From an optimization exercise on the open Yosys and OpenROAD flow, aimed at small area, a short achievable clock period and few clock cycles per item; shortcuts taken in it are not production practice. The RTL was checked by simulation tests, not by an equivalence proof against the original design. Power and IR drop assume default switching activity.

## dcache_top
module dcache_top (
    input  logic                          clk,
    input  logic                          nrst,
    input  logic                          cpu_read,
    input  logic                          cpu_write,
    input  logic                          cpu_done,
    input  logic [dcache_pkg::word_w-1:0] cpu_addr,
    input  logic [dcache_pkg::word_w-1:0] cpu_store,
    output logic                          cpu_ready,
    output logic [dcache_pkg::word_w-1:0] cpu_load,
    output logic                          mem_read,
    output logic                          mem_write,
    output logic                          mem_done,
    output logic [dcache_pkg::word_w-1:0] mem_addr,
    output logic [dcache_pkg::word_w-1:0] mem_store,
    input  logic                          mem_ready,
    input  logic [dcache_pkg::word_w-1:0] mem_load
);
Size: about 5000 flip-flops, ~200 I/O pins, about 200000 sq um of cells after synthesis.
clock: 8.0 ns
lec_check: 0
cap_margin: 20
core_margin: 2
core_utilization: 55
cts_cluster_diameter: 60
cts_cluster_size: 32
place_density: 0.65
setup_slack_margin: 4.7
slew_margin: 20
tns_end_percent: 0
run.sh (not shown) runs the stock make flow with config.mk's settings and CLKGATE_MAP_FILE= SYNTH_SCRIPT=/design/flow/synth_recipe.tcl, a recipe that flattens the netlist after the stock synthesis.
The baseline produced a clean layout.
Testbench counts at the start, summed over its fixed seeds: cycles 68,893, accesses 16,000.
Change:
TNS_END_PERCENT = 5   (was 0)
The changed run finished with timing, DRC and antenna clean.
Non-clock buffer count came out higher by 188.
Utilization came out higher by 1.2 points.
Routed wire length rises by about 1.4%.


run A:
Starting RTL as in the previous note.
==> flow/design.v (excerpt) <==
module dcache_top (
    input  logic                          clk,
    input  logic                          nrst,
    input  logic                          cpu_read,
    input  logic                          cpu_write,
    input  logic                          cpu_done,
    input  logic [dcache_pkg::word_w-1:0] cpu_addr,
    input  logic [dcache_pkg::word_w-1:0] cpu_store,
    output logic                          cpu_ready,
    output logic [dcache_pkg::word_w-1:0] cpu_load,
    output logic                          mem_read,
    output logic                          mem_write,
    output logic                          mem_done,
    output logic [dcache_pkg::word_w-1:0] mem_addr,
    output logic [dcache_pkg::word_w-1:0] mem_store,
    input  logic                          mem_ready,
    input  logic [dcache_pkg::word_w-1:0] mem_load
);
    localparam int WW = dcache_pkg::word_w;
    localparam int TW = dcache_pkg::tag_w;
    logic [1:0]    rd_word;
    logic [dcache_pkg::num_sets-1:0] wset;
    logic [WW-1:0] wdata;
    logic [1:0]    dword;
    logic          dwe0, dwe1, mwe0, mwe1, mdirty, set_dirty0, set_dirty1;
    logic [WW-1:0] rdata0, rdata1;
    logic [TW-1:0] rtag0, rtag1;
    logic          rvalid0, rvalid1, rdirty0, rdirty1, hit0, hit1;
    logic          hit_any, hit_way, victim_way, victim_wb, lru_way;
    logic [TW-1:0] victim_tag;
    dcache_ctrl i_ctrl (
        .clk        (clk),
        .nrst       (nrst),
        .cpu_read   (cpu_read),
        .cpu_write  (cpu_write),
        .cpu_done   (cpu_done),
        .cpu_addr   (cpu_addr),
        .cpu_store  (cpu_store),
        .cpu_ready  (cpu_ready),
        .cpu_load   (cpu_load),
        .mem_read   (mem_read),
        .mem_write  (mem_write),
        .mem_done   (mem_done),
        .mem_addr   (mem_addr),
        .mem_store  (mem_store),
        .mem_ready  (mem_ready),
        .mem_load   (mem_load),
  ...
export LEC_CHECK = 0
export CAP_MARGIN = 20
export CORE_MARGIN = 2
export CORE_UTILIZATION = 45
export CTS_CLUSTER_DIAMETER = 60
export CTS_CLUSTER_SIZE = 32
export PLACE_DENSITY = 0.6
export SETUP_SLACK_MARGIN = 4.7
export SLEW_MARGIN = 20
export TNS_END_PERCENT = 5
create_clock -name core_clock -period 8.0 [get_ports {clk}]
Testbench counts of run A, summed over its fixed seeds: cycles 68,893, accesses 16,000.
### run A -> run B
Settings: CTS_CLUSTER_DIAMETER: 60 -> 50; CTS_CLUSTER_SIZE: 32 -> 30.
==> comparison <==
Both conditions hold for run B: the flow ran to the end and the final layout passed the timing, DRC and antenna checks.
The maximum frequency from static timing analysis was comparable across run B and run A.
Looking at relative contribution of the clock network to total power, run B sits 2.3 points above run A.
Summary of run B over run A: final cell count without fillers went up 0.79%; hold slack now sits at about the same level.
Against run A as the reference, run B delivers a lower wire length on met1.

-- static timing again, ports no longer ideal --
The results above use ideal ports. As a check the final layouts listed here were re-extracted and re-timed, cells and wires unchanged.
Step 1 assumes that a clkbuf_16 drives the clock port and a buf_2 every other input.
Step 2 moves the port delays by t, midway between the first and last clock arrival at a register: inputs arrive t later, outputs are due t later. That takes back most of the time a late clock gives input paths.
a / b / c = no drivers / after step 1 / after step 2; a / b = the first two.
run | t (ns) | setup slack, ns | worst register clock-pin slew, ns | cell pins on the clock port's net
the first run of note 1 | 1.091 | 3.188 / 3.031 / 1.939 | 0.11 / 0.11 | 1
the second run of note 1 | 1.079 | 3.582 / 3.390 / 2.311 | 0.11 / 0.11 | 1
run A | 1.092 | 3.650 / 3.392 / 2.300 | 0.10 / 0.10 | 1
run B | 1.139 | 3.659 / 3.413 / 2.275 | 0.08 / 0.08 | 1
After both steps setup and hold are still met in every run listed. For run B, which loses most, drivers alone change the setup slack by -0.246 ns; drivers and shift together by -1.384 ns.
